This is an optimization exercise on Yosys and OpenROAD, whose aim is small area, a short achievable clock period and few clock cycles per item, not a production implementation. No functional check of the RTL was part of this run.

==> design.v <==
package md2_pkg;
	localparam int BLOCK_BYTES = 16;
	localparam int STATE_BYTES = 48;
	localparam int ROUND_COUNT = 18;
	localparam int QUEUE_DEPTH = 4;
	localparam int FILL_W  = $clog2(BLOCK_BYTES);
	localparam int STEP_W  = $clog2(STATE_BYTES);
	localparam int ROUND_W = $clog2(ROUND_COUNT);
	typedef struct packed {
		logic [7:0] data_byte;
		logic       byte_present;
		logic       end_of_message;
	} in_item_t;
	typedef struct packed {
		logic [63:0] digest_high;
		logic [63:0] digest_low;
	} out_item_t;
	typedef struct packed {
		logic [7:0] data;
		logic       has_byte;
		logic       is_end;
	} cmd_t;
	localparam int CMD_W = 10;
	localparam logic [2047:0] PI_SBOX_FLAT = {
		8'h29,8'h2e,8'h43,8'hc9,8'ha2,8'hd8,8'h7c,8'h01,
		8'h3d,8'h36,8'h54,8'ha1,8'hec,8'hf0,8'h06,8'h13,
		8'h62,8'ha7,8'h05,8'hf3,8'hc0,8'hc7,8'h73,8'h8c,
		8'h98,8'h93,8'h2b,8'hd9,8'hbc,8'h4c,8'h82,8'hca,
		8'h1e,8'h9b,8'h57,8'h3c,8'hfd,8'hd4,8'he0,8'h16,
		8'h67,8'h42,8'h6f,8'h18,8'h8a,8'h17,8'he5,8'h12,
		8'hbe,8'h4e,8'hc4,8'hd6,8'hda,8'h9e,8'hde,8'h49,
		8'ha0,8'hfb,8'hf5,8'h8e,8'hbb,8'h2f,8'hee,8'h7a,
		8'ha9,8'h68,8'h79,8'h91,8'h15,8'hb2,8'h07,8'h3f,
		8'h94,8'hc2,8'h10,8'h89,8'h0b,8'h22,8'h5f,8'h21,
		8'h80,8'h7f,8'h5d,8'h9a,8'h5a,8'h90,8'h32,8'h27,
		8'h35,8'h3e,8'hcc,8'he7,8'hbf,8'hf7,8'h97,8'h03,
		8'hff,8'h19,8'h30,8'hb3,8'h48,8'ha5,8'hb5,8'hd1,
		8'hd7,8'h5e,8'h92,8'h2a,8'hac,8'h56,8'haa,8'hc6,
		8'h4f,8'hb8,8'h38,8'hd2,8'h96,8'ha4,8'h7d,8'hb6,
		8'h76,8'hfc,8'h6b,8'he2,8'h9c,8'h74,8'h04,8'hf1,
		8'h45,8'h9d,8'h70,8'h59,8'h64,8'h71,8'h87,8'h20,
		8'h86,8'h5b,8'hcf,8'h65,8'he6,8'h2d,8'ha8,8'h02,
		8'h1b,8'h60,8'h25,8'had,8'hae,8'hb0,8'hb9,8'hf6,
		8'h1c,8'h46,8'h61,8'h69,8'h34,8'h40,8'h7e,8'h0f,
		8'h55,8'h47,8'ha3,8'h23,8'hdd,8'h51,8'haf,8'h3a,
		8'hc3,8'h5c,8'hf9,8'hce,8'hba,8'hc5,8'hea,8'h26,
		8'h2c,8'h53,8'h0d,8'h6e,8'h85,8'h28,8'h84,8'h09,
		8'hd3,8'hdf,8'hcd,8'hf4,8'h41,8'h81,8'h4d,8'h52,
		8'h6a,8'hdc,8'h37,8'hc8,8'h6c,8'hc1,8'hab,8'hfa,
		8'h24,8'he1,8'h7b,8'h08,8'h0c,8'hbd,8'hb1,8'h4a,
		8'h78,8'h88,8'h95,8'h8b,8'he3,8'h63,8'he8,8'h6d,
		8'he9,8'hcb,8'hd5,8'hfe,8'h3b,8'h00,8'h1d,8'h39,
		8'hf2,8'hef,8'hb7,8'h0e,8'h66,8'h58,8'hd0,8'he4,
		8'ha6,8'h77,8'h72,8'hf8,8'heb,8'h75,8'h4b,8'h0a,
		8'h31,8'h44,8'h50,8'hb4,8'h8f,8'hed,8'h1f,8'h1a,
		8'hdb,8'h99,8'h8d,8'h33,8'h9f,8'h11,8'h83,8'h14
	};
	function automatic logic [7:0] pi_sbox(input logic [7:0] x);
		pi_sbox = PI_SBOX_FLAT[2047 - 8 * x -: 8];
	endfunction
endpackage
module md2_front #(
	parameter int DEPTH = 4
) (
	input  logic             clk,
	input  logic             arst_n,
	input  logic             push,
	output logic             full,
	input  md2_pkg::in_item_t item,
	output logic             cmd_valid,
	output md2_pkg::cmd_t    cmd,
	input  logic             take
);
	localparam int PTR_W = (DEPTH > 1) ? $clog2(DEPTH) : 1;
	localparam int CNT_W = $clog2(DEPTH + 1);
	logic [md2_pkg::CMD_W-1:0] slot_q [DEPTH];
	logic [PTR_W-1:0] wr_ptr_q;
	logic [PTR_W-1:0] rd_ptr_q;
	logic [CNT_W-1:0] count_q;
	logic             accept;
	logic             keep;
	logic             wr_en;
	logic             rd_en;
	md2_pkg::cmd_t             new_cmd;
	assign accept  = push && !full;
	assign keep    = item.byte_present || item.end_of_message;
	assign wr_en   = accept && keep;
	assign rd_en   = take && cmd_valid;
	assign new_cmd = {item.data_byte, item.byte_present, item.end_of_message};
	assign full      = (count_q == DEPTH);
	assign cmd_valid = (count_q != '0);
	assign cmd       = slot_q[rd_ptr_q];
	always_ff @(posedge clk) begin
		if (wr_en) begin
			slot_q[wr_ptr_q] <= new_cmd;
		end
	end
	always_ff @(posedge clk or negedge arst_n) begin
		if (!arst_n) begin
			wr_ptr_q <= '0;
			rd_ptr_q <= '0;
			count_q  <= '0;
		end else begin
			if (wr_en) begin
				wr_ptr_q <= (wr_ptr_q == DEPTH - 1) ? '0 : wr_ptr_q + 1'b1;
			end
			if (rd_en) begin
				rd_ptr_q <= (rd_ptr_q == DEPTH - 1) ? '0 : rd_ptr_q + 1'b1;
			end
			if (wr_en && !rd_en) begin
				count_q <= count_q + 1'b1;
			end else if (!wr_en && rd_en) begin
				count_q <= count_q - 1'b1;
			end
		end
	end
endmodule
module md2_core (
	input  logic              clk,
	input  logic              arst_n,
	input  logic              cmd_valid,
	input  md2_pkg::cmd_t     cmd,
	output logic              take,
	output logic              empty,
	input  logic              pop,
	output md2_pkg::out_item_t result
);
	typedef enum logic [2:0] {
		S_IDLE,
		S_PAD,
		S_LOAD,
		S_ROUND,
		S_OUT
	} state_t;
	typedef enum logic [1:0] {
		A_IDLE,
		A_PAD,
		A_CSUM,
		A_OUT
	} after_t;
	state_t                          state_q;
	after_t                          after_q;
	logic                            src_csum_q;
	logic [md2_pkg::STATE_BYTES-1:0][7:0]     hash_q;
	logic [md2_pkg::BLOCK_BYTES-1:0][7:0]     csum_q;
	logic [md2_pkg::BLOCK_BYTES-1:0][7:0]     buf_q;
	logic [7:0]                      last_q;
	logic [md2_pkg::FILL_W-1:0]               fill_q;
	logic [7:0]                      pad_q;
	logic [7:0]                      t_q;
	logic [md2_pkg::STEP_W-1:0]               step_q;
	logic [md2_pkg::ROUND_W-1:0]              round_q;
	logic                            out_valid_q;
	md2_pkg::out_item_t                       out_q;
	logic                            absorb_en;
	logic [7:0]                      absorb_byte;
	logic [7:0]                      csum_new;
	logic                            wrap;
	logic [md2_pkg::FILL_W-1:0]               fill_nxt;
	logic [7:0]                      pad_val;
	logic [7:0]                      step_byte;
	logic [md2_pkg::BLOCK_BYTES-1:0][7:0]     blk;
	md2_pkg::out_item_t                       digest;
	assign take = (state_q == S_IDLE) && cmd_valid;
	always_comb begin
		absorb_en   = 1'b0;
		absorb_byte = pad_q;
		case (state_q)
			S_IDLE: begin
				absorb_en   = take && cmd.has_byte;
				absorb_byte = cmd.data;
			end
			S_PAD: begin
				absorb_en   = 1'b1;
				absorb_byte = pad_q;
			end
			default: begin
				absorb_en = 1'b0;
			end
		endcase
	end
	assign csum_new = csum_q[fill_q] ^ md2_pkg::pi_sbox(absorb_byte ^ last_q);
	assign wrap     = (fill_q == md2_pkg::BLOCK_BYTES - 1);
	assign fill_nxt = absorb_en ? (wrap ? '0 : fill_q + 1'b1) : fill_q;
	assign pad_val  = 8'd16 - {{(8 - md2_pkg::FILL_W){1'b0}}, fill_nxt};
	assign step_byte = hash_q[0] ^ md2_pkg::pi_sbox(t_q);
	assign blk       = src_csum_q ? csum_q : buf_q;
	always_comb begin
		digest = '0;
		for (int i = 0; i < 8; i++) begin
			digest.digest_high[63 - 8 * i -: 8] = hash_q[i];
			digest.digest_low[63 - 8 * i -: 8]  = hash_q[8 + i];
		end
	end
	assign empty  = !out_valid_q;
	assign result = out_q;
	always_ff @(posedge clk) begin
		if (absorb_en) begin
			buf_q[fill_q] <= absorb_byte;
		end
	end
	always_ff @(posedge clk or negedge arst_n) begin
		if (!arst_n) begin
			state_q     <= S_IDLE;
			after_q     <= A_IDLE;
			src_csum_q  <= 1'b0;
			hash_q      <= '0;
			csum_q      <= '0;
			last_q      <= '0;
			fill_q      <= '0;
			pad_q       <= '0;
			t_q         <= '0;
			step_q      <= '0;
			round_q     <= '0;
			out_valid_q <= 1'b0;
			out_q       <= '0;
		end else begin
			if (pop && out_valid_q) begin
				out_valid_q <= 1'b0;
			end
			if (absorb_en) begin
				csum_q[fill_q] <= csum_new;
				last_q         <= csum_new;
				fill_q         <= fill_nxt;
			end
			case (state_q)
				S_IDLE: begin
					if (take) begin
						pad_q <= pad_val;
						if (cmd.has_byte && wrap) begin
							state_q    <= S_LOAD;
							src_csum_q <= 1'b0;
							after_q    <= cmd.is_end ? A_PAD : A_IDLE;
						end else if (cmd.is_end) begin
							state_q <= S_PAD;
						end
					end
				end
				S_PAD: begin
					if (wrap) begin
						state_q    <= S_LOAD;
						src_csum_q <= 1'b0;
						after_q    <= A_CSUM;
					end
				end
				S_LOAD: begin
					for (int j = 0; j < md2_pkg::BLOCK_BYTES; j++) begin
						hash_q[md2_pkg::BLOCK_BYTES + j]     <= blk[j];
						hash_q[2 * md2_pkg::BLOCK_BYTES + j] <= blk[j] ^ hash_q[j];
					end
					t_q     <= '0;
					step_q  <= '0;
					round_q <= '0;
					state_q <= S_ROUND;
				end
				S_ROUND: begin
					for (int k = 0; k < md2_pkg::STATE_BYTES - 1; k++) begin
						hash_q[k] <= hash_q[k + 1];
					end
					hash_q[md2_pkg::STATE_BYTES - 1] <= step_byte;
					if (step_q == md2_pkg::STATE_BYTES - 1) begin
						step_q <= '0;
						t_q    <= step_byte + {{(8 - md2_pkg::ROUND_W){1'b0}}, round_q};
						if (round_q == md2_pkg::ROUND_COUNT - 1) begin
							case (after_q)
								A_IDLE: state_q <= S_IDLE;
								A_PAD:  state_q <= S_PAD;
								A_CSUM: begin
									state_q    <= S_LOAD;
									src_csum_q <= 1'b1;
									after_q    <= A_OUT;
								end
								A_OUT:  state_q <= S_OUT;
								default: state_q <= S_IDLE;
							endcase
						end else begin
							round_q <= round_q + 1'b1;
						end
					end else begin
						step_q <= step_q + 1'b1;
						t_q    <= step_byte;
					end
				end
				S_OUT: begin
					if (!out_valid_q) begin
						out_valid_q <= 1'b1;
						out_q       <= digest;
						hash_q      <= '0;
						csum_q      <= '0;
						last_q      <= '0;
						fill_q      <= '0;
						state_q     <= S_IDLE;
					end
				end
				default: state_q <= S_IDLE;
			endcase
		end
	end
endmodule
module md2_digest_engine #(
	parameter int QUEUE_DEPTH = md2_pkg::QUEUE_DEPTH
) (
	input  logic               clk,
	input  logic               arst_n,
	input  logic               push,
	output logic               full,
	input  logic [9:0]         item,
	output logic               empty,
	input  logic               pop,
	output logic [127:0]       result
);
	logic cmd_valid;
	logic take;
	md2_pkg::cmd_t cmd;
	md2_front #(
		.DEPTH(QUEUE_DEPTH)
	) u_front (
		.clk      (clk),
		.arst_n   (arst_n),
		.push     (push),
		.full     (full),
		.item     (item),
		.cmd_valid(cmd_valid),
		.cmd      (cmd),
		.take     (take)
	);
	md2_core u_core (
		.clk      (clk),
		.arst_n   (arst_n),
		.cmd_valid(cmd_valid),
		.cmd      (cmd),
		.take     (take),
		.empty    (empty),
		.pop      (pop),
		.result   (result)
	);
endmodule
==> run.sh <==
#!/bin/bash
# synth_recipe.tcl (not shown) runs the flow's synth.tcl, then flattens the netlist and writes it again
# the make line also repeats each setting of config.mk as NAME=value (left out here)
make -C /OpenROAD-flow-scripts/flow DESIGN_CONFIG=/design/flow/config.mk WORK_HOME=/design/flow/orfs CLKGATE_MAP_FILE= SYNTH_SCRIPT=/design/flow/synth_recipe.tcl finish
==> config.mk <==
export PLATFORM = sky130hd
export DESIGN_NAME = md2_digest_engine
export DESIGN_NICKNAME = md2_digest_engine
export VERILOG_FILES = /design/flow/design.v
export SDC_FILE = /design/flow/constraint.sdc
export NUM_CORES = 4
export LEC_CHECK = 0
export CAP_MARGIN = 20
export CORE_MARGIN = 2
export CORE_UTILIZATION = 40
export SLEW_MARGIN = 20
==> constraint.sdc <==
create_clock -name core_clock -period 7.0 [get_ports {clk}]
set_input_delay 1.4000 -clock core_clock [delete_from_list [all_inputs] [get_ports {clk}]]
set_output_delay 1.4000 -clock core_clock [all_outputs]
set_load 0.01 [all_outputs]
==> run notes <==
## sequential cells by signal, summed over array words and instances, names as in the netlist, 6 cells and up
signal,flops
u_core.buf_q,128
u_core.csum_q,128
u_core.hash_q,384
u_core.last_q,8
u_core.out_q,128
u_core.step_q,6
u_core.t_q,8
u_front.slot_q,40
## layer usage
layer,track usage,vias up
met3,0.0416,290
met5,0,-
met4,0.0811,4
li1,-,16900
met1,0.394,18500
met2,0.389,1584
## cells by family after synthesis
kind of cell               share of synthesized area
AOI/OAI and AO/OA                              0.220
and+or+nand+nor                                0.133
DFF                                            0.497
buffers and inverters                         0.0409
muxes                                         0.0628
xor gates and xnor gates                      0.0367
adders and majority gates                     0.0104
## worst max-delay path: stages, from the launching register on
cell and delay, ns:
sky130_fd_sc_hd__dfrtp_1 0.58, sky130_fd_sc_hd__nor3_4 0.27, sky130_fd_sc_hd__buf_4 0.30, sky130_fd_sc_hd__mux2i_4 0.78, sky130_fd_sc_hd__xnor2_2 0.51, sky130_fd_sc_hd__inv_2 0.39, sky130_fd_sc_hd__ha_1 0.62, sky130_fd_sc_hd__nand2_2 0.35
sky130_fd_sc_hd__a31oi_1 0.24, sky130_fd_sc_hd__o21ai_0 0.14, sky130_fd_sc_hd__a2111oi_1 0.83, sky130_fd_sc_hd__a211oi_2 0.20, sky130_fd_sc_hd__xnor2_2 0.20, sky130_fd_sc_hd__buf_4 0.21, sky130_fd_sc_hd__a211oi_1 0.25
## worst max-delay path by stage
stage                              startpoint                  to  slack (ns)  cells after the start
final                       u_core.state_q[2]  u_core.csum_q[114]        1.03                     14
after global routing        u_core.state_q[2]  u_core.csum_q[105]        0.84                     14
after CTS                   u_core.state_q[2]  u_core.csum_q[114]        1.15                     15
after detailed placement    u_core.state_q[1]  u_core.csum_q[114]        1.24                     15
after global placement      u_core.state_q[2]   u_core.csum_q[66]        1.32                     15
after floorplan           u_front.rd_ptr_q[0]  u_core.csum_q[113]        0.38                     11
## per-stage QoR
| step | instance area [µm²] | hold slack (ns) |
|---|---|---|
| 2_1_floorplan | 44900 | 0.469 |
| 6_report | 50800 | 0.471 |
| 4_1_cts | 50800 | 0.477 |
| 3_5_place_dp | 47600 | 0.461 |
| 5_1_grt | 50800 | 0.488 |
| 3_3_place_gp | 47600 | 0.459 |
## Yosys cell counts (56+ instances only)
cell type / count / share of area
sky130_fd_sc_hd__nand3_1: 81 / 0.0090
sky130_fd_sc_hd__a22o_1: 130 / 0.025
sky130_fd_sc_hd__clkbuf_1: 348 / 0.029
sky130_fd_sc_hd__a22oi_1: 261 / 0.044
sky130_fd_sc_hd__o21ai_0: 338 / 0.038
sky130_fd_sc_hd__edfxtp_1: 168 / 0.11
sky130_fd_sc_hd__xor2_1: 143 / 0.028
sky130_fd_sc_hd__mux2_2: 129 / 0.032
sky130_fd_sc_hd__a21oi_1: 482 / 0.054
sky130_fd_sc_hd__nor2_1: 450 / 0.038
sky130_fd_sc_hd__dfrtp_1: 690 / 0.38
sky130_fd_sc_hd__nand2_1: 733 / 0.061
sky130_fd_sc_hd__nor3_1: 56 / 0.0062
## final cells by class
type | count | area (µm²)
clock inverter | 39 | 460
inverter | 37 | 141
fill | 10700 | 60200
multi-input combinational | 3411 | 20900
sequential | 858 | 22300
timing repair buffer | 244 | 2350
clock buffer | 132 | 2740
tap | 1488 | 1860
==> run notes <==
- The flow ran to the end and the layout has no timing, DRC or antenna violations.
- The number of vias in the routed layout is roughly 37000.
- The number of endpoints failing setup at the final stage is 0.
- After clock tree synthesis, the clock-pin slew on the worst setup and hold paths is about 0.060 ns.
- The leftover overflow at the end of global routing is 0.
- The count of buffers inserted at the top-level ports is roughly 140.
- The count of TritonRoute iterations in the first routing pass is 9.
- The total routed wire length on the met1 layer is 70600 µm.
- In this run the critical register-to-register path is launched from u_core.state_q[2].
- The routed design uses 11200 µm of met3 wire.
- Across the run, the number of max-cap violations was 0.
- The floorplan step set the die height to between 300 and 400 µm.
- The post-placement worst setup slack is between 1 and 1.5 ns.
- The final standard cell utilization of the core is 0.458.
- CTS built an H-tree with a depth of 3.
- Leaving out fill and tap cells, the most frequent cell in the layout is sky130_fd_sc_hd__nand2_1.
- CTS saw about 860 sinks.
- The final routed wire length divided by cell count is 24.8 µm.
- The number of buffers added by the clock tree synthesis step is between 90 and 100.
- The count of inserted antenna diode cells is 0.
- The number of nets in the synthesized netlist is roughly 4800.
- In the layout the commonest cells are sky130_fd_sc_hd__nand2_1 (732), sky130_fd_sc_hd__dfrtp_1 (686), sky130_fd_sc_hd__a21oi_1 (481), sky130_fd_sc_hd__nor2_1 (445), sky130_fd_sc_hd__o21ai_0 (338).
- The synthesized design contains 858 register bits.
- The hold buffer count at cts is 0.
- The first global-routing pass estimated roughly 230000 µm of wire.
- The post-synthesis instance area is 0.0449 mm².
- The predominant post-synthesis flop cell is sky130_fd_sc_hd__dfrtp_1.
- The half-perimeter wire length after detailed placement is 103000 µm.
- After the flow finishes, the layout carries non-filler instances totaling 6209.
- The number of enable flip-flop cells after synthesis is between 150 and 200.
- The startpoint of the worst hold path is u_core.out_q[85].
- In this run the mean area of a mapped cell was roughly 9.5 µm².
- The floorplan step defined a core boundary enclosing 0.111 mm².
- Along the worst hold path, the cell count comes to 2.
- The initial antenna violation count is 3.
- Counting I/O delays and the setup requirement, the final critical path takes about 6.0 ns.
- Data arrives at the worst endpoint at about 6.5 ns.
- The summed negative setup slack over all endpoints is 0 ns.
- The kind of path behind the tightest hold check is reg -> reg.
- The wire length after detailed routing is approximately 150000 µm.
- Using the TritonRoute via totals, the vias-per-cell ratio works out to between 6 and 7.
- The die is between 300 and 400 µm wide.
- Post-CTS timing repair inserted 0 buffers for setup.
- The number of gates resized after CTS was 0.
- The worst reg2reg path depth is 14.
- The startpoint-to-endpoint class of the critical path is reg -> reg.
- The buffer type at the clock tree root is sky130_fd_sc_hd__clkbuf_16.
- The count of nets left with antenna violations once routing finished came out at 0.
- The total I/O pin count is ~140.
- The fraction of the cycle the final worst path needs is 0.853.
- The count of final max-slew check failures is 0.
- Of the synthesized area, sequential elements account for 0.497.
- The clock network latency to the later pin of the worst-skew pair is 0.68 ns.
- The highest achievable clock rate is 167 MHz.
- The topmost layer with routed signal wires is met5.
- For the final database, setup skew stands at between 0.03 and 0.04 ns.
- The CTS tree is yes.
- Setup repair after global routing left no endpoint under its margin.
- The worst slew margin relative to its limit is 0.233.
- In the final design database the tool counted between 4000 and 5000 nets.
- The cell total after placement is a little over 6000.
- The number of placement rows is 122.
- The clock tree buffer depth is 3.
- The number of global-route vias before repair is 35400.
- The floorplan step defined a die boundary enclosing 0.115 mm².
- In the routed design, unresolved DRC markers number 0.
- The endpoint kind of the worst setup timing path is a register.
- The number of warnings reported in the yosys synthesis log is 2.
- The starting density of the core is 0.405.
- Synthesis produced a netlist whose cell count is between 4000 and 5000.
- The startpoint class of the critical path is a register.
- For this run, the total global-route usage over all layers was measured as 0.263.
- In the synthesized netlist the async set-or-reset flop fraction comes to 0.804.
- The worst hold path terminates at u_core.out_q[85].
- The area growth from synthesis to layout is 13.1%.
- After detailed routing, the met2 layer carries around 68000 µm of wire.
- Counting distinct cell types in the post-synthesis netlist gives 88.
- Entering global routing, the biggest net connects approximately 230 pins.
- STA puts the critical path data required time at between 7 and 8 ns.
- The final worst setup slack is between 1 and 1.5 ns.
- After the first detailed-routing iteration, the DRC count stood at around 4400.
- The number of endpoints with negative hold slack in the final report is 0.
- The highest net fanout along the worst path is 20.
- Of the cells placed in the final design, the portion with a size suffix greater than 1 is 0.108.
- The capturing point of the worst reg2reg path is u_core.csum_q[114].
- The placer congestion estimate is roughly 1.
- The slack of the worst reg-to-reg path is about 1.0 ns.
- For the pin with the worst max-slew slack, the measured transition is between 1 and 1.5 ns.

what the ideal ports hide:
How much do the figures lean on ideal ports? The routed layout below was timed once more, with nothing changed but the port constraints.
Step 1, drivers: a clkbuf_16 drives clk and a buf_2 each remaining input, both assumed.
Step 2, shift: input delay + t, output delay - t, t = (earliest + latest rising clock arrival at the registers) / 2. This alone moves slack from input paths to output paths.
Slacks: ideal ports / drivers / drivers and shift; pairs: ideal ports / drivers.
shift t [ns]: 0.741
slack for setup (ns): 1.029 / 1.029 / 1.029
clock arrival spread, ns: 0.040 / 0.040
worst register clock-pin slew, ns: 0.07 / 0.07
pins driven straight from the clock port: 1
After both steps setup and hold are still met in this run. For this run, drivers alone change the setup slack by 0.000 ns; drivers and shift together by 0.000 ns.
